This is an optimization exercise on Yosys and OpenROAD, whose aim is small area, not a production implementation. At most, simulation tests tie the RTL to the original design; equivalence was not proved. Function not checked in runs 1 and 2: the RTL went through the layout flow alone. Power and IR drop assume default switching activity.

### config.mk
export PLATFORM = sky130hd
export DESIGN_NAME = reg_file_mp
export DESIGN_NICKNAME = reg_file_mp
export VERILOG_FILES = /design/flow/design.v
export SDC_FILE = /design/flow/constraint.sdc
export NUM_CORES = 4
export LEC_CHECK = 0
export CAP_MARGIN = 20
export CORE_MARGIN = 2
export CORE_UTILIZATION = 45
export PLACE_DENSITY = 0.6
export SLEW_MARGIN = 20
export SYNTH_HIERARCHICAL = 1
export SYNTH_MINIMUM_KEEP_SIZE = 0
### constraint.sdc
create_clock -name core_clock -period 6.0 [get_ports {clk}]
set_input_delay 1.2000 -clock core_clock [delete_from_list [all_inputs] [get_ports {clk}]]
set_output_delay 1.2000 -clock core_clock [all_outputs]
set_load 0.01 [all_outputs]
### design.v
module reg_file_mp_wbit (
    input  logic s1n,
    input  logic an,
    input  logic s0,
    input  logic b,
    input  logic h,
    input  logic q,
    output logic d
);
    assign d = !((s1n | an) & !((s0 & b) | (h & q)));
endmodule
module reg_file_mp_rd3 (
    input  logic s0,
    input  logic d0,
    input  logic s1,
    input  logic d1,
    input  logic s2,
    input  logic d2,
    output logic yn
);
    assign yn = !((s0 & d0) | (s1 & d1) | (s2 & d2));
endmodule
module reg_file_mp_and3 (
    input  logic [2:0] pn,
    output logic       yn
);
    assign yn = &pn;
endmodule
module reg_file_mp_fin (
    input  logic [2:0] pn,
    input  logic       s0,
    input  logic       d0,
    input  logic       s1,
    input  logic       d1,
    output logic       y
);
    assign y = !((&pn) & !((s0 & d0) | (s1 & d1)));
endmodule
module reg_file_mp #(
    parameter int XLEN        = 32,
    parameter int NREGS       = 16,
    parameter int AW          = 4,
    parameter int NRP         = 2,
    parameter int BYPASS      = 1,
    parameter int HARDWIRE_X0 = 1
) (
    input  logic                 clk,
    input  logic                 reset,
    input  logic [NRP*AW-1:0]    rs,
    output logic [NRP*XLEN-1:0]  rdata,
    output logic [NRP-1:0]       rs_busy,
    input  logic [1:0]           we,
    input  logic [2*AW-1:0]      rd,
    input  logic [2*XLEN-1:0]    wd,
    input  logic                 issue_valid,
    input  logic [AW-1:0]        issue_rd,
    output logic                 any_busy
);
    logic [XLEN-1:0]  regs_r [NREGS];
    logic [NREGS-1:0] valid_r;
    logic [NREGS-1:0] busy_r;
    logic [AW-1:0]    rd0_s;
    logic [AW-1:0]    rd1_s;
    logic [XLEN-1:0]  wd0_s;
    logic [XLEN-1:0]  wd1_s;
    logic [XLEN-1:0]  wd1n_s;
    logic             wr1_s;
    logic             wr0_s;
    logic [NREGS-1:0] sel1_s;
    logic [NREGS-1:0] sel0_s;
    logic [NREGS-1:0] hold_s;
    logic [NREGS-1:0] iss_s;
    assign rd0_s = rd[0 +: AW];
    assign rd1_s = rd[AW +: AW];
    assign wd0_s = wd[0 +: XLEN];
    assign wd1_s = wd[XLEN +: XLEN];
    assign wd1n_s = ~wd1_s;
    genvar gk, gb;
    generate
        for (gk = 0; gk < NREGS; gk++) begin : g_reg
            if (gk >= 1) begin : g_st
                logic [XLEN-1:0] q_r;
                logic [XLEN-1:0] d_s;
                logic            valid_q;
                logic            busy_q;
                assign sel1_s[gk] = we[1] && (rd1_s == AW'(gk));
                assign sel0_s[gk] = we[0] && (rd0_s == AW'(gk)) && !sel1_s[gk];
                assign hold_s[gk] = !(sel1_s[gk] || sel0_s[gk]);
                assign iss_s[gk]  = issue_valid && (issue_rd == AW'(gk));
                for (gb = 0; gb < XLEN; gb++) begin : g_bit
                    reg_file_mp_wbit u_w (
                        .s1n(!sel1_s[gk]), .an(wd1n_s[gb]),
                        .s0(sel0_s[gk]), .b(wd0_s[gb]),
                        .h(hold_s[gk]),  .q(q_r[gb]),
                        .d(d_s[gb])
                    );
                end
                always_ff @(posedge clk) begin
                    q_r <= d_s;
                end
                always_ff @(posedge clk or posedge reset) begin
                    if (reset) begin
                        valid_q <= 1'b0;
                        busy_q  <= 1'b0;
                    end else begin
                        valid_q <= valid_q | !hold_s[gk];
                        busy_q  <= iss_s[gk] | (busy_q & hold_s[gk]);
                    end
                end
                assign regs_r[gk]  = q_r;
                assign valid_r[gk] = valid_q;
                assign busy_r[gk]  = busy_q;
            end else begin : g_x0
                assign sel1_s[gk]  = 1'b0;
                assign sel0_s[gk]  = 1'b0;
                assign hold_s[gk]  = 1'b1;
                assign iss_s[gk]   = 1'b0;
                assign regs_r[gk]  = {XLEN{1'b0}};
                assign valid_r[gk] = 1'b0;
                assign busy_r[gk]  = 1'b0;
            end
        end
    endgenerate
    assign wr1_s = we[1] && (rd1_s != '0);
    assign wr0_s = we[0] && (rd0_s != '0);
    genvar gi, gj;
    generate
        for (gi = 0; gi < NRP; gi++) begin : g_rport
            logic [AW-1:0]    addr_s;
            logic             hit1_s;
            logic             hit0_s;
            logic             nbyp_s;
            logic             byp1_s;
            logic             byp0_s;
            logic [NREGS-1:0] rsel_s;
            assign addr_s = rs[gi*AW +: AW];
            assign hit1_s = (BYPASS != 0) && wr1_s && (rd1_s == addr_s);
            assign hit0_s = (BYPASS != 0) && wr0_s && (rd0_s == addr_s);
            assign nbyp_s = !hit1_s && !hit0_s;
            assign byp1_s = hit1_s && !reset;
            assign byp0_s = hit0_s && !hit1_s && !reset;
            for (gj = 0; gj < NREGS; gj++) begin : g_sel
                assign rsel_s[gj] = valid_r[gj] && (addr_s == AW'(gj)) && nbyp_s;
            end
            for (gb = 0; gb < XLEN; gb++) begin : g_bit
                logic [4:0] pn_s;
                logic       qn_s;
                for (gj = 0; gj < 5; gj++) begin : g_grp
                    reg_file_mp_rd3 u_r (
                        .s0(rsel_s[3*gj+1]), .d0(regs_r[3*gj+1][gb]),
                        .s1(rsel_s[3*gj+2]), .d1(regs_r[3*gj+2][gb]),
                        .s2(rsel_s[3*gj+3]), .d2(regs_r[3*gj+3][gb]),
                        .yn(pn_s[gj])
                    );
                end
                reg_file_mp_and3 u_a (
                    .pn(pn_s[2:0]),
                    .yn(qn_s)
                );
                reg_file_mp_fin u_o (
                    .pn({pn_s[4:3], qn_s}),
                    .s0(byp1_s), .d0(wd1_s[gb]),
                    .s1(byp0_s), .d1(wd0_s[gb]),
                    .y(rdata[gi*XLEN + gb])
                );
            end
            assign rs_busy[gi] = busy_r[addr_s];
        end
    endgenerate
    assign any_busy = |busy_r;
endmodule
### flow/run.sh
#!/bin/bash
# Own layout flow: the standard flow (standard synthesis, same floorplan,
# placement, CTS and routing scripts) with smaller cells picked in three
# places: port buffers start as buf_1 (repair may upsize them), and the clock
# tree uses clkbuf_4/clkbuf_8 without dummy loads.
set -euo pipefail
bash standard.sh \
  "BUFFER_PORTS_ARGS=-buffer_cell sky130_fd_sc_hd__buf_1" \
  "CTS_ARGS=-sink_clustering_enable -repair_clock_nets -dont_use_dummy_load -buf_list {sky130_fd_sc_hd__clkbuf_4 sky130_fd_sc_hd__clkbuf_8}" \
  finish > make_finish.log 2>&1
### standard.sh
#!/bin/bash
# synth_recipe.tcl (not shown) runs the flow's synth.tcl, then flattens the netlist and writes it again
# the make line also repeats each setting of config.mk as NAME=value (left out here)
make -C /OpenROAD-flow-scripts/flow DESIGN_CONFIG=/design/flow/config.mk WORK_HOME=/design/flow/orfs CLKGATE_MAP_FILE= SYNTH_SCRIPT=/design/flow/synth_recipe.tcl "${@:-finish}"
==> flow_metrics.env, run 1 <==
export IMPL_die_h_microns=229
export IMPL_final_layout_size_suffix_gt1_share_pct=9.70
export IMPL_max_slew_margin_pct=19.2
export IMPL_p_seq_share_pct=51.8
export IMPL_cts_made_buffers=89
export IMPL_antenna_found_initial=1
export IMPL_syn_inst=2258
export IMPL_placed_area_sq_um=25000
export IMPL_cts_tree="built"
export IMPL_criticalPathCategory="input port to output pin"
export IMPL_slew_viol_final=0
export IMPL_antenna_left=0
export IMPL_timing_critical_path_buf_inv=2
export IMPL_crit_family="simple AND/OR/NAND/NOR gates"
export IMPL_vias=25900
export IMPL_critical_path_max_stage_delay_ps=1000
export IMPL_netlist_area_sq_um=22800
export IMPL_cap_violations=0
export IMPL_synth_seq_cells=510
export IMPL_dp_hpwl_microns=61900
export IMPL_chipWidth_microns=229
export IMPL_fin_util_pct=52.3
export IMPL_intPower_w=0.00639
export IMPL_design_area_sq_um=26200
export IMPL_clkPwrFrac_pct=28.1
export IMPL_clk_pin_slew_ps=30
export IMPL_powerDensity_nw_per_um2=358
export IMPL_critPathMaxFanout=32
export IMPL_worstPathRequired_ps=4800
export IMPL_n_antenna_cell=0
export IMPL_h_tree_depth=3
export IMPL_clock_latency_ps=660
export IMPL_ys_seq_area_share_pct=45.4
export IMPL_p_sw_share_pct=31.8
export IMPL_drt_vias_per_instance=8.04
export IMPL_critical_path_arrival_ps=4440
export IMPL_dr_pass1_iters=13
export IMPL_p_leak_nw=8.70
export IMPL_top_usage_layer="met2"
export IMPL_core_area_sq_um=50100
export IMPL_postCtsSetupBuffers=0
export IMPL_dieArea_sq_um=52500
export IMPL_wire_per_inst_microns=34.5
export IMPL_tightest_slew_ps=1210
export IMPL_final_hold_violation_count=0
export IMPL_grt_usage_pct=40.5
export IMPL_p_comb_share_pct=20.1
export IMPL_cts_max_path_buffers=3
export IMPL_cp_end_kind="output pin"
export IMPL_syn_nets=2347
export IMPL_startpoint_type="input port"
export IMPL_grt_pass1_vias=25000
export IMPL_fin_nets=2637
export IMPL_fp_row_count=82
export IMPL_ir_worst_vdd_v=0.000172
export IMPL_ys_types=45
export IMPL_fin_crit_sh_pct=94.0
export IMPL_hold_class="register to register"
export IMPL_gp_congestion=0.915
export IMPL_met2_usage_pct=59.0
export IMPL_outcome="complete, no violations"
export IMPL_syn_avg_cell_area_sq_um=10.1
export IMPL_power_switching_w=0.00299
export IMPL_setup_viol=0
export IMPL_grt_pass1_wl_microns=162000
export IMPL_finClkSkew_ps=0
export IMPL_grt_setup_unrepaired="false"
export IMPL_wl_microns=111000
export IMPL_area_growth_pct=14.9
export IMPL_tns_ps=0
export IMPL_fmax_mhz=177
export IMPL_grt_util_met3_pct=13.5
export IMPL_path_cells="buf_1, o41a_4, a221oi_2, and3_2, a222oi_1, and3_1, nand4_1, buf_1"
export IMPL_globalRouteMet1Util_pct=52.4
export IMPL_clockRootBuffer="clkbuf_8"
export IMPL_start_util_pct=45.5
export IMPL_cts_hold_buf=0
export IMPL_cts_sinks=510
export IMPL_yosysWarnings=9
export IMPL_overflow=0
export IMPL_min_period_ps=5640
export IMPL_drcViolationCount=0
export IMPL_cpMostUsedCell="buf_1"
export IMPL_portBuffers=155
export IMPL_post_cts_resized=0
export IMPL_drt_iter0_markers=5563
export IMPL_grt_max_degree=35
export IMPL_io_pins=156
export IMPL_crit_path_top_delay_cell="and3_2"
## area by class of cell
type,instances,area [sq um]
clock buffer,89,1220
fill,4734,23900
inverter,46,173
multi-input combinational,1685,12400
sequential,510,10400
tap,672,841
timing repair buffer,216,1180
## power groups by stage
stage | clock network [W] | logic, W | registers, W
after floorplan | 0 | 0.00131 | 0.00471
after global placement | 0 | 0.00178 | 0.00484
after detailed placement | 0 | 0.00185 | 0.00488
after CTS | 0.00265 | 0.00185 | 0.00482
after global routing | 0.00280 | 0.00205 | 0.00494
final | 0.00263 | 0.00189 | 0.00486
## Yosys stat by module (local to each module, per instance)
module / copies in the design / flip-flops and latches / area (sq um)
reg_file_mp: 1 / 510 / 12300
reg_file_mp_fin: 64 / 0 / 13.8
reg_file_mp_wbit: 480 / 0 / 12.5
reg_file_mp_rd3: 320 / 0 / 10.0
reg_file_mp_and3: 64 / 0 / 6.26
## synth_stat cells (all sizes together)
cell	count	share of area (%)
a21boi	5	0.16
a21o	3	0.099
a21oi	7	0.15
a221oi	4	0.26
a222oi	320	14
a22oi	548	18
a31oi	5	0.14
a32o	3	0.13
and2	6	0.18
and2b	5	0.18
and3	92	2.5
and4	14	0.54
buf	14	0.58
clkbuf	3	0.093
dfrtp	30	3.3
dfxtp	480	42
inv	46	0.76
mux2	1	0.049
mux2i	3	0.13
mux4	6	0.59
nand2	12	0.20
nand2b	19	0.52
nand3	7	0.15
nand3b	3	0.099
nand4	65	1.8
nor2	15	0.25
nor2b	3	0.082
nor3	12	0.26
nor3b	3	0.099
nor4	11	0.53
o21ai	481	11
o2bb2ai	9	0.35
o41a	2	0.19
or2	1	0.027
or2b	4	0.15
xor2	16	0.61
## metrics by stage
stage | cells | total power, W | hold slack (ps) | worst slack, ps
after CTS | 3218 | 0.00931 | 480 | 569
after floorplan | 2258 | 0.00601 | 440 | 1390
after detailed placement | 3129 | 0.00673 | 471 | 574
after global routing | 3218 | 0.00979 | 494 | 299
final | 3218 | 0.00937 | 482 | 362
after global placement | 3129 | 0.00662 | 472 | 676
## kinds of logic (layout without fill, tap and decap cells)
family                 Yosys count  in the layout  share of synthesized area, %
buffers and inverters           63            351                          1.43
AO/OA/AOI/OAI                 1387           1387                          44.2
multiplexers                    10             10                         0.774
AND/OR/NAND/NOR                272            272                          7.57
flip-flops                     510            510                          45.4
XOR/XNOR                        16             16                         0.615
## per-layer routing
metal / wire, microns / share of wire (%)
met1: 40700 / 37
met2: 46600 / 42
met3: 17400 / 16
met4: 6320 / 5.7
met5: 13 / 0.012
## layout by cell type, fill, tap and decap left out, drive strengths merged
cell type,instances
a21boi,5
a21o,3
a21oi,7
a221oi,4
a222oi,320
a22oi,548
a31oi,5
a32o,3
and2,6
and2b,5
and3,92
and4,14
buf,216
clkbuf,89
clkinv,5
dfrtp,30
dfxtp,480
inv,41
mux2,1
mux2i,3
mux4,6
nand2,12
nand2b,19
nand3,7
nand3b,3
nand4,65
nor2,15
nor2b,3
nor3,12
nor3b,3
nor4,11
o21ai,481
o2bb2ai,9
o41a,2
or2,1
or2b,4
xor2,16
## worst paths after layout
path | end | from | cells past startpoint | slack, ps
worst max-delay path | rdata[43] | rd[4] | 8 | 360
worst min-delay path | g_reg[7].g_st.valid_q | g_reg[7].g_st.valid_q | 1 | 480
worst max register to register | g_reg[2].g_st.busy_q | g_reg[2].g_st.busy_q | 1 | 5210
worst min register to register | g_reg[7].g_st.valid_q | g_reg[7].g_st.valid_q | 1 | 480
max in group asynchronous | g_reg[7].g_st.valid_q | reset | 3 | 4870
min in group asynchronous | g_reg[11].g_st.busy_q | reset | 3 | 800
## state kept, by name, indices dropped and copies added (netlist names)
| signal | cells |
|---|---|
| g.g_st.q_r | 480 |
| g.g_st.busy_q | 15 |
| g.g_st.valid_q | 15 |
==> inputs of run 2 (changes only) <==
==> flow/run.sh (replaced) <==
#!/bin/bash
# Own layout flow: the standard flow (standard synthesis, same floorplan,
# placement, CTS and routing scripts) with smaller cells picked in two
# places: port buffers start as buf_1 (repair may upsize them), and the clock
# tree uses clkbuf_8 with larger sink clusters and no dummy loads.
set -euo pipefail
bash standard.sh \
  "BUFFER_PORTS_ARGS=-buffer_cell sky130_fd_sc_hd__buf_1" \
  "CTS_ARGS=-sink_clustering_enable -repair_clock_nets -dont_use_dummy_load -sink_clustering_size 16 -sink_clustering_max_diameter 100 -buf_list sky130_fd_sc_hd__clkbuf_8" \
  finish > make_finish.log 2>&1
--- a/config.mk
+++ b/config.mk
@@ -6,9 +6,9 @@
 export NUM_CORES = 4
 export LEC_CHECK = 0
-export CAP_MARGIN = 20
+export CAP_MARGIN = 0
 export CORE_MARGIN = 2
-export CORE_UTILIZATION = 45
-export PLACE_DENSITY = 0.6
-export SLEW_MARGIN = 20
+export CORE_UTILIZATION = 55
+export PLACE_DENSITY = 0.7
+export SLEW_MARGIN = 0
 export SYNTH_HIERARCHICAL = 1
 export SYNTH_MINIMUM_KEEP_SIZE = 0
==> run 2 against run 1 <==
Net effect: first-iteration DRC count up 7.2%; area after synthesis unchanged; synthesized cell count unchanged; largest cell class unchanged; flip-flop and latch count unchanged; largest power group unchanged; still clean on timing, DRC and antenna; total power down 10%; critical path type unchanged.
==> flow_metrics.env, run 2 <==
export IMPL_outcome="complete, no violations"
export IMPL_critical_path_arrival_ps=4550
export IMPL_cts_tree="built"
export IMPL_chipWidth_microns=208
export IMPL_antenna_found_initial=0
export IMPL_fin_crit_sh_pct=95.8
export IMPL_grt_pass1_wl_microns=155000
export IMPL_wl_microns=106000
export IMPL_largestRegisters="g.g_st.q_r x480, g.g_st.busy_q x15, g.g_st.valid_q x15"
export IMPL_die_h_microns=208
export IMPL_ys_types=45
export IMPL_io_pins=156
export IMPL_cap_violations=0
export IMPL_setup_viol=0
export IMPL_multiInputGateArea_sq_um=12400
export IMPL_largest_reg_flops=480
export IMPL_final_cell_mix="546 x a22oi_1, 480 x o21ai_1, 480 x dfxtp_1"
export IMPL_synth_seq_cells=510
export IMPL_ys_seq_area_share_pct=45.4
export IMPL_final_layout_size_suffix_gt1_share_pct=7.79
export IMPL_seq_area_sq_um=10400
export IMPL_p_leak_nw=8.38
export IMPL_gp_congestion=0.968
export IMPL_yosysMostFrequentCell="a22oi_1"
export IMPL_n_antenna_cell=0
export IMPL_dr_pass1_iters=15
export IMPL_post_cts_resized=0
export IMPL_clock_latency_ps=630
export IMPL_syn_nets=2347
export IMPL_tightest_slew_ps=1340
export IMPL_hold_class="register to register"
export IMPL_final_hold_violation_count=0
export IMPL_grt_pass1_vias=24800
export IMPL_h_tree_depth=2
export IMPL_synth_common_cells="546 x a22oi_1, 480 x dfxtp_1, 480 x o21ai_1"
export IMPL_worstPathRequired_ps=4800
export IMPL_overflow=0
export IMPL_fp_row_count=74
export IMPL_yosysWarnings=9
export IMPL_drt_iter0_markers=5962
export IMPL_powerDensity_nw_per_um2=333
export IMPL_dp_hpwl_microns=58200
export IMPL_fin_nets=2595
export IMPL_largest_register="g.g_st.q_r"
export IMPL_synth_top_cells_by_area="dfxtp_1 42%, a22oi_1 18%, a222oi_1 14%"
export IMPL_postCtsSetupBuffers=0
export IMPL_yosysTopAreaCell="dfxtp_1"
export IMPL_start_util_pct=55.8
export IMPL_portBuffers=155
export IMPL_critPathMaxFanout=17
export IMPL_cts_sinks=510
export IMPL_wire_per_inst_microns=34.8
export IMPL_netlist_area_sq_um=22800
export IMPL_vias=26100
export IMPL_finClkSkew_ps=0
export IMPL_clk_pin_slew_ps=100
export IMPL_dpl_cell_count=2999
export IMPL_min_period_ps=5750
export IMPL_cts_max_path_buffers=3
export IMPL_ys_flop_type="dfxtp_1"
export IMPL_core_area_sq_um=40800
export IMPL_drt_vias_per_instance=8.58
export IMPL_cts_made_buffers=37
export IMPL_mostFrequentLayoutCell="a22oi_1"
export IMPL_drcViolationCount=0
export IMPL_dieArea_sq_um=43100
export IMPL_async_flop_share_pct=5.88
export IMPL_antenna_left=0
export IMPL_ir_worst_vdd_v=0.000239
export IMPL_criticalPathCategory="input port to output pin"
export IMPL_startpoint_type="input port"
export IMPL_syn_avg_cell_area_sq_um=10.1
export IMPL_slew_viol_final=0
export IMPL_fmax_mhz=174
export IMPL_synth_edf_count=0
export IMPL_tns_ps=0
export IMPL_area_growth_pct=11.2
export IMPL_clockRootBuffer="clkbuf_8"
export IMPL_fillers=3537
export IMPL_grt_setup_unrepaired="false"
export IMPL_yosysTopAreaCellShare_pct=42.1
export IMPL_max_slew_margin_pct=10.9
export IMPL_cts_hold_buf=0
export IMPL_cp_end_kind="output pin"
export IMPL_fin_cells=3036
export IMPL_grt_usage_pct=46.5
export IMPL_grt_max_degree=35
export IMPL_syn_inst=2258
## run 2: cell counts after synthesis
No cell type changed its count.
## run 2: per-layer routing
metal  share of wire, %  track usage [%]  up-vias
met5                  0                0        -
met4                6.9             27.1        0
met3                 17             17.3      624
met2                 41             66.3     2691
met1                 35             60.2    12200
li1                   -                -    10500
## run 2: cell families (layout without fill, tap and decap cells)
| family | after synthesis | in the layout | synth area share (%) |
|---|---|---|---|
| compound gates | 1387 | 1387 | 44.2 |
| xor+xnor | 16 | 16 | 0.615 |
| buf+inv | 63 | 309 | 1.43 |
| flops | 510 | 510 | 45.4 |
| mux | 10 | 10 | 0.774 |
| simple gates | 272 | 272 | 7.57 |
## run 2: power breakdown
group / internal [W] / leakage [nW] / total [W] / switching, W
registers: 0.00420 / 4.35 / 0.00484 / 0.000642
clock network: 0.000559 / 0.266 / 0.00171 / 0.00115
logic: 0.000877 / 3.77 / 0.00188 / 0.00100
## run 2: layout make-up
class / count / share of cell area [%]
multi-input cells: 1685 / 48.9
inverters: 46 / 0.681
repair buffers: 226 / 4.89
clock buffers: 37 / 2.01
flip-flops and latches: 510 / 40.9
well taps: 532 / 2.63
## run 2: worst paths after layout
check | slack (ps) | startpoint | depth (start not counted) | end
setup / recovery | 250 | rd[6] | 9 | rdata[33]
hold / removal | 490 | g_reg[10].g_st.valid_q | 1 | g_reg[10].g_st.valid_q
setup reg to reg | 5190 | g_reg[1].g_st.busy_q | 1 | g_reg[1].g_st.busy_q
hold reg to reg | 490 | g_reg[10].g_st.valid_q | 1 | g_reg[10].g_st.valid_q
max in group asynchronous | 4970 | reset | 3 | g_reg[9].g_st.valid_q
min in group asynchronous | 740 | reset | 3 | g_reg[1].g_st.valid_q
## run 2: stage by stage
stage	setup slack [ps]	util (%)	total power, W	cell area (sq um)	hold WS, ps
6_report	249	62.1	0.00843	25400	495
5_1_grt	243	62.1	0.00877	25400	510
4_1_cts	473	62.1	0.00833	25400	490
3_5_place_dp	468	60.8	0.00671	24800	463
3_3_place_gp	590	60.8	0.00659	24800	464
2_1_floorplan	1390	-	0.00601	22800	440
## run 2: critical path: stages
cell and delay [ps]:
buf_1 500, xor2_1 280, nor4_4 100, a221oi_2 440, and3_1 950, buf_4 510, a222oi_1 200, nand4_1 160
buf_1 170
## run 2: Yosys stat by module (local to each module, per instance)
module,flops+latches,times used,cells
reg_file_mp,510,1,786
reg_file_mp_and3,0,64,1
reg_file_mp_fin,0,64,2
reg_file_mp_rd3,0,320,1
reg_file_mp_wbit,0,480,2
==> inputs of run 3 (changes only) <==
--- a/design.v
+++ b/design.v
@@ -1,5 +1,5 @@
 module reg_file_mp_wbit (
-    input  logic s1n,
-    input  logic an,
+    input  logic s1,
+    input  logic a,
     input  logic s0,
     input  logic b,
@@ -8,5 +8,5 @@
     output logic d
 );
-    assign d = !((s1n | an) & !((s0 & b) | (h & q)));
+    assign d = (s1 & a) | (s0 & b) | (h & q);
 endmodule
 module reg_file_mp_rd3 (
@@ -21,19 +21,18 @@
     assign yn = !((s0 & d0) | (s1 & d1) | (s2 & d2));
 endmodule
-module reg_file_mp_and3 (
-    input  logic [2:0] pn,
-    output logic       yn
+module reg_file_mp_rd2 (
+    input  logic s0,
+    input  logic d0,
+    input  logic s1,
+    input  logic d1,
+    output logic yn
 );
-    assign yn = &pn;
+    assign yn = !((s0 & d0) | (s1 & d1));
 endmodule
-module reg_file_mp_fin (
-    input  logic [2:0] pn,
-    input  logic       s0,
-    input  logic       d0,
-    input  logic       s1,
-    input  logic       d1,
+module reg_file_mp_or6n (
+    input  logic [5:0] pn,
     output logic       y
 );
-    assign y = !((&pn) & !((s0 & d0) | (s1 & d1)));
+    assign y = !(&pn);
 endmodule
 module reg_file_mp #(
@@ -64,5 +63,4 @@
     logic [XLEN-1:0]  wd0_s;
     logic [XLEN-1:0]  wd1_s;
-    logic [XLEN-1:0]  wd1n_s;
     logic             wr1_s;
     logic             wr0_s;
@@ -75,5 +73,4 @@
     assign wd0_s = wd[0 +: XLEN];
     assign wd1_s = wd[XLEN +: XLEN];
-    assign wd1n_s = ~wd1_s;
     genvar gk, gb;
     generate
@@ -90,5 +87,5 @@
                 for (gb = 0; gb < XLEN; gb++) begin : g_bit
                     reg_file_mp_wbit u_w (
-                        .s1n(!sel1_s[gk]), .an(wd1n_s[gb]),
+                        .s1(sel1_s[gk]), .a(wd1_s[gb]),
                         .s0(sel0_s[gk]), .b(wd0_s[gb]),
                         .h(hold_s[gk]),  .q(q_r[gb]),
@@ -144,6 +141,5 @@
             end
             for (gb = 0; gb < XLEN; gb++) begin : g_bit
-                logic [4:0] pn_s;
-                logic       qn_s;
+                logic [5:0] pn_s;
                 for (gj = 0; gj < 5; gj++) begin : g_grp
                     reg_file_mp_rd3 u_r (
@@ -154,12 +150,11 @@
                     );
                 end
-                reg_file_mp_and3 u_a (
-                    .pn(pn_s[2:0]),
-                    .yn(qn_s)
-                );
-                reg_file_mp_fin u_o (
-                    .pn({pn_s[4:3], qn_s}),
+                reg_file_mp_rd2 u_b (
                     .s0(byp1_s), .d0(wd1_s[gb]),
                     .s1(byp0_s), .d1(wd0_s[gb]),
+                    .yn(pn_s[5])
+                );
+                reg_file_mp_or6n u_o (
+                    .pn(pn_s),
                     .y(rdata[gi*XLEN + gb])
                 );
==> run.sh (new file) <==
#!/bin/bash
# synth_recipe.tcl (not shown) runs the flow's synth.tcl, then flattens the netlist and writes it again
# the make line also repeats each setting of config.mk as NAME=value (left out here)
make -C /OpenROAD-flow-scripts/flow DESIGN_CONFIG=/design/flow/config.mk WORK_HOME=/design/flow/orfs CLKGATE_MAP_FILE= SYNTH_SCRIPT=/design/flow/synth_recipe.tcl finish
--- a/config.mk
+++ b/config.mk
@@ -6,9 +6,9 @@
 export NUM_CORES = 4
 export LEC_CHECK = 0
-export CAP_MARGIN = 0
+export CAP_MARGIN = 20
 export CORE_MARGIN = 2
-export CORE_UTILIZATION = 55
-export PLACE_DENSITY = 0.7
-export SLEW_MARGIN = 0
+export CORE_UTILIZATION = 45
+export PLACE_DENSITY = 0.6
+export SLEW_MARGIN = 20
 export SYNTH_HIERARCHICAL = 1
 export SYNTH_MINIMUM_KEEP_SIZE = 0
removed: flow/run.sh
removed: standard.sh
==> run 3 against run 2 <==
Net effect: first-iteration DRC count grew 39%; sequential share of layout area shrank 5.8 points; clock skew is the same; sequential power is essentially flat; combinational power grew 16%; critical path depth grew 1; worst setup slack lost 170 ps; utilization shrank 4.8 points; critical endpoint is now rdata[9].
==> flow_metrics.env, run 3 <==
export IMPL_r2r_end="g_reg[8].g_st.q_r[5]"
export IMPL_synth_xor_area_share_pct=0.597
export IMPL_synthAdderAreaFrac_pct=0
export IMPL_fp_row_count=83
export IMPL_io_pins=156
export IMPL_startpoint_type="input port"
export IMPL_dp_hpwl_microns=68000
export IMPL_min_period_ps=5920
export IMPL_area_growth_pct=25.7
export IMPL_drcViolationCount=0
export IMPL_tightest_slew_ps=1160
export IMPL_r2r_setup_slack_ps=5150
export IMPL_cp_end_kind="output pin"
export IMPL_dpl_cell_count=3178
export IMPL_crit_path_top_delay_cell="a22oi_2"
export IMPL_critical_path_arrival_ps=4720
export IMPL_syn_nets=2310
export IMPL_drt_iter0_markers=8309
export IMPL_drt_vias_per_instance=8.23
export IMPL_holdWs_ps=483
export IMPL_clock_latency_ps=620
export IMPL_tns_ps=0
export IMPL_yosysTopAreaCellShare_pct=40.9
export IMPL_gp_congestion=0.929
export IMPL_syn_inst=2221
export IMPL_cpMostUsedCell="clkdlybuf4s50_1"
export IMPL_synth_top_cells_by_area="dfxtp_1 41%, a222oi_1 34%, inv_1 7.8%"
export IMPL_chipWidth_microns=232
export IMPL_critPathMaxFanout=32
export IMPL_outcome="complete, no violations"
export IMPL_netlist_area_sq_um=23500
export IMPL_synth_compound_gate_area_share_pct=38.8
export IMPL_dieArea_sq_um=54000
export IMPL_endpoint="rdata[9]"
export IMPL_hold_class="register to register"
export IMPL_synth_edf_count=0
export IMPL_grt_pass1_vias=25800
export IMPL_cap_violations=0
export IMPL_h_tree_depth=2
export IMPL_vias=27000
export IMPL_syn_avg_cell_area_sq_um=10.6
export IMPL_cts_tree="built"
export IMPL_grt_usage_pct=41.6
export IMPL_fin_nets=2648
export IMPL_finClkSkew_ps=0
export IMPL_seq_area_sq_um=10400
export IMPL_critical_path_max_stage_delay_ps=620
export IMPL_final_cell_mix="800 x a222oi_1, 485 x inv_1, 480 x dfxtp_1"
export IMPL_final_hold_violation_count=0
export IMPL_synth_common_cells="800 x a222oi_1, 485 x inv_1, 480 x dfxtp_1"
export IMPL_largest_reg_flops=480
export IMPL_ir_worst_vdd_v=0.000239
export IMPL_p_leak_nw=12.5
export IMPL_dr_pass1_iters=17
export IMPL_wl_microns=117000
export IMPL_synth_top_family_by_area="compound AO/OA/AOI/OAI gates"
export IMPL_grt_max_degree=35
export IMPL_slew_viol_final=0
export IMPL_grt_pass1_wl_microns=169000
export IMPL_ys_seq_area_share_pct=44.1
export IMPL_die_h_microns=232
export IMPL_fillers=4546
export IMPL_portBuffers=155
export IMPL_final_layout_size_suffix_gt1_share_pct=15.2
export IMPL_start_util_pct=45.6
export IMPL_ys_flop_type="dfxtp_1"
export IMPL_mostFrequentLayoutCell="a222oi_1"
export IMPL_max_slew_margin_pct=22.3
export IMPL_overflow=0
export IMPL_clockRootBuffer="clkbuf_16"
export IMPL_cts_hold_buf=0
export IMPL_async_flop_share_pct=5.88
export IMPL_multiInputGateArea_sq_um=11600
export IMPL_synthMuxAreaShare_pct=0.714
export IMPL_fin_cells=3285
export IMPL_yosysTopAreaCell="dfxtp_1"
export IMPL_antenna_left=0
export IMPL_fmax_mhz=169
export IMPL_fin_crit_sh_pct=98.7
export IMPL_criticalPathCategory="input port to output pin"
export IMPL_yosysWarnings=9
export IMPL_synth_simple_area_share_pct=7.52
export IMPL_reg2reg_depth=2
export IMPL_antenna_found_initial=4
export IMPL_yosysMostFrequentCell="a222oi_1"
export IMPL_setup_viol=0
export IMPL_cts_made_buffers=56
export IMPL_clk_pin_slew_ps=60
export IMPL_cts_sinks=510
export IMPL_worstPathRequired_ps=4800
export IMPL_startpoint="rd[7]"
export IMPL_core_area_sq_um=51500
export IMPL_largest_register="g.g_st.q_r"
export IMPL_r2r_start="g_reg[8].g_st.q_r[5]"
export IMPL_largestRegisters="g.g_st.q_r x480, g.g_st.busy_q x15, g.g_st.valid_q x15"
export IMPL_powerDensity_nw_per_um2=356
export IMPL_grt_setup_unrepaired="false"
export IMPL_ys_types=40
export IMPL_wire_per_inst_microns=35.7
export IMPL_cts_max_path_buffers=3
export IMPL_path_cells="clkdlybuf4s50_1, o41a_1, a22oi_2, buf_4, and4_2, buf_12, a222oi_1, and4_1, nand3_1, clkdlybuf4s50_1"
export IMPL_synth_seq_cells=510
[run 3: cell types whose count changed after synthesis, sizes merged, moves of 61 or more]
cell	change
and3	-89
o21ai	-481
nand4	-64
a222oi	+480
nand3	+61
inv	+439
a22oi	-483
and4	+80
[run 3: modules after synthesis, one instance, submodules excluded]
module | cells | cell area (sq um)
reg_file_mp | 749 | 12000
reg_file_mp_or6n | 2 | 13.8
reg_file_mp_rd2 | 1 | 12.5
reg_file_mp_rd3 | 1 | 10.0
reg_file_mp_wbit | 2 | 13.8
[run 3: how the worst min path moves through the flow]
stage	startpoint	end	slack (ps)	depth (start not counted)
6_report	g_reg[3].g_st.valid_q	g_reg[3].g_st.valid_q	480	1
3_3_place_gp	g_reg[14].g_st.valid_q	g_reg[14].g_st.valid_q	460	1
3_5_place_dp	g_reg[12].g_st.valid_q	g_reg[12].g_st.valid_q	460	1
2_1_floorplan	g_reg[10].g_st.valid_q	g_reg[10].g_st.valid_q	440	1
4_1_cts	g_reg[12].g_st.valid_q	g_reg[12].g_st.valid_q	480	1
5_1_grt	g_reg[11].g_st.valid_q	g_reg[11].g_st.valid_q	500	1
[run 3: final cells by class]
cell class | instances | share of cell area, %
Clock buffer | 87 | 5.83
Antenna cell | 2 | 0.0169
Clock inverter | 15 | 0.390
Timing Repair Buffer | 304 | 10.2
Inverter | 485 | 6.16
Multi-Input combinational cell | 1202 | 39.4
Sequential cell | 510 | 35.1
Tap cell | 680 | 2.88
[run 3: cells by family (layout without fill, tap and decap cells)]
family / after synthesis / in the layout
AOI/OAI and AO/OA: 902 / 902
xor gates and xnor gates: 16 / 16
buffers and inverters: 509 / 891
DFF: 510 / 510
muxes: 9 / 9
other: 0 / 2
and+or+nand+nor: 275 / 275
[run 3: where the power goes]
group | internal [W] | switching [W]
combinational | 0.00110 | 0.00108
sequential | 0.00421 | 0.000644
clock | 0.00200 | 0.00147
[run 3: timing repair]
action,in CTS,in global routing
endpoints found under the setup margin,0,20
setup buffers,0,2
hold endpoints to repair,0,0
gates resized for setup,0,4
[run 3: metal layers]
metal	vias to the layer above	part of all wire [%]	global-route usage, %
li1	10700	-	-
met1	13000	34	52.6
met2	2763	42	60.8
met3	584	17	14.2
met4	6	6.3	25.8
met5	-	0.030	0
[run 3: critical path, delay by kind of cell]
kind                   cells  cell delay [ps]
buffers and inverters      4             1600
AO/OA/AOI/OAI              3             1290
AND/OR/NAND/NOR            3              600
[run 3: per-stage QoR]
stage	util [%]	worst slack, ps	power (W)	cell area (sq um)
finish	57.3	75.4	0.0105	29500
global route	57.3	5.21	0.0109	29500
CTS	57.2	96.8	0.0104	29500
detailed placement	53.6	105	0.00699	27600
global placement	53.6	162	0.00688	27600
floorplan	-	466	0.00599	23500

-- what the ideal ports hide --
The flow's constraints put no driver on any port. The routed layouts listed below were extracted and timed again, unchanged, in two steps. Step 1 (the two cells are an assumption about what drives the block):
set clk [get_ports {clk}]
set_driving_cell -lib_cell sky130_fd_sc_hd__clkbuf_16 $clk
set_driving_cell -lib_cell sky130_fd_sc_hd__buf_2 [delete_from_list [all_inputs] $clk]
Step 2 times the ports against the registers' clock, not the clock port: input delays grow and output delays shrink by t, the midpoint of the rising clock arrivals with the driver on. a / b / c = ideal / step 1 / step 2; a / b = the first two.
run | t, ns | slack for setup (ns) | pins driven straight from the clock port
run 1 | 0.716 | 0.362 / 0.336 / 0.336 | 1
run 2 | 0.701 | 0.249 / 0.221 / 0.221 | 1
run 3 | 0.685 | 0.075 / 0.045 / 0.045 | 1
After both steps setup and hold are still met in every run listed. For run 3, which loses most, drivers alone change the setup slack by -0.030 ns; drivers and shift together by -0.030 ns.
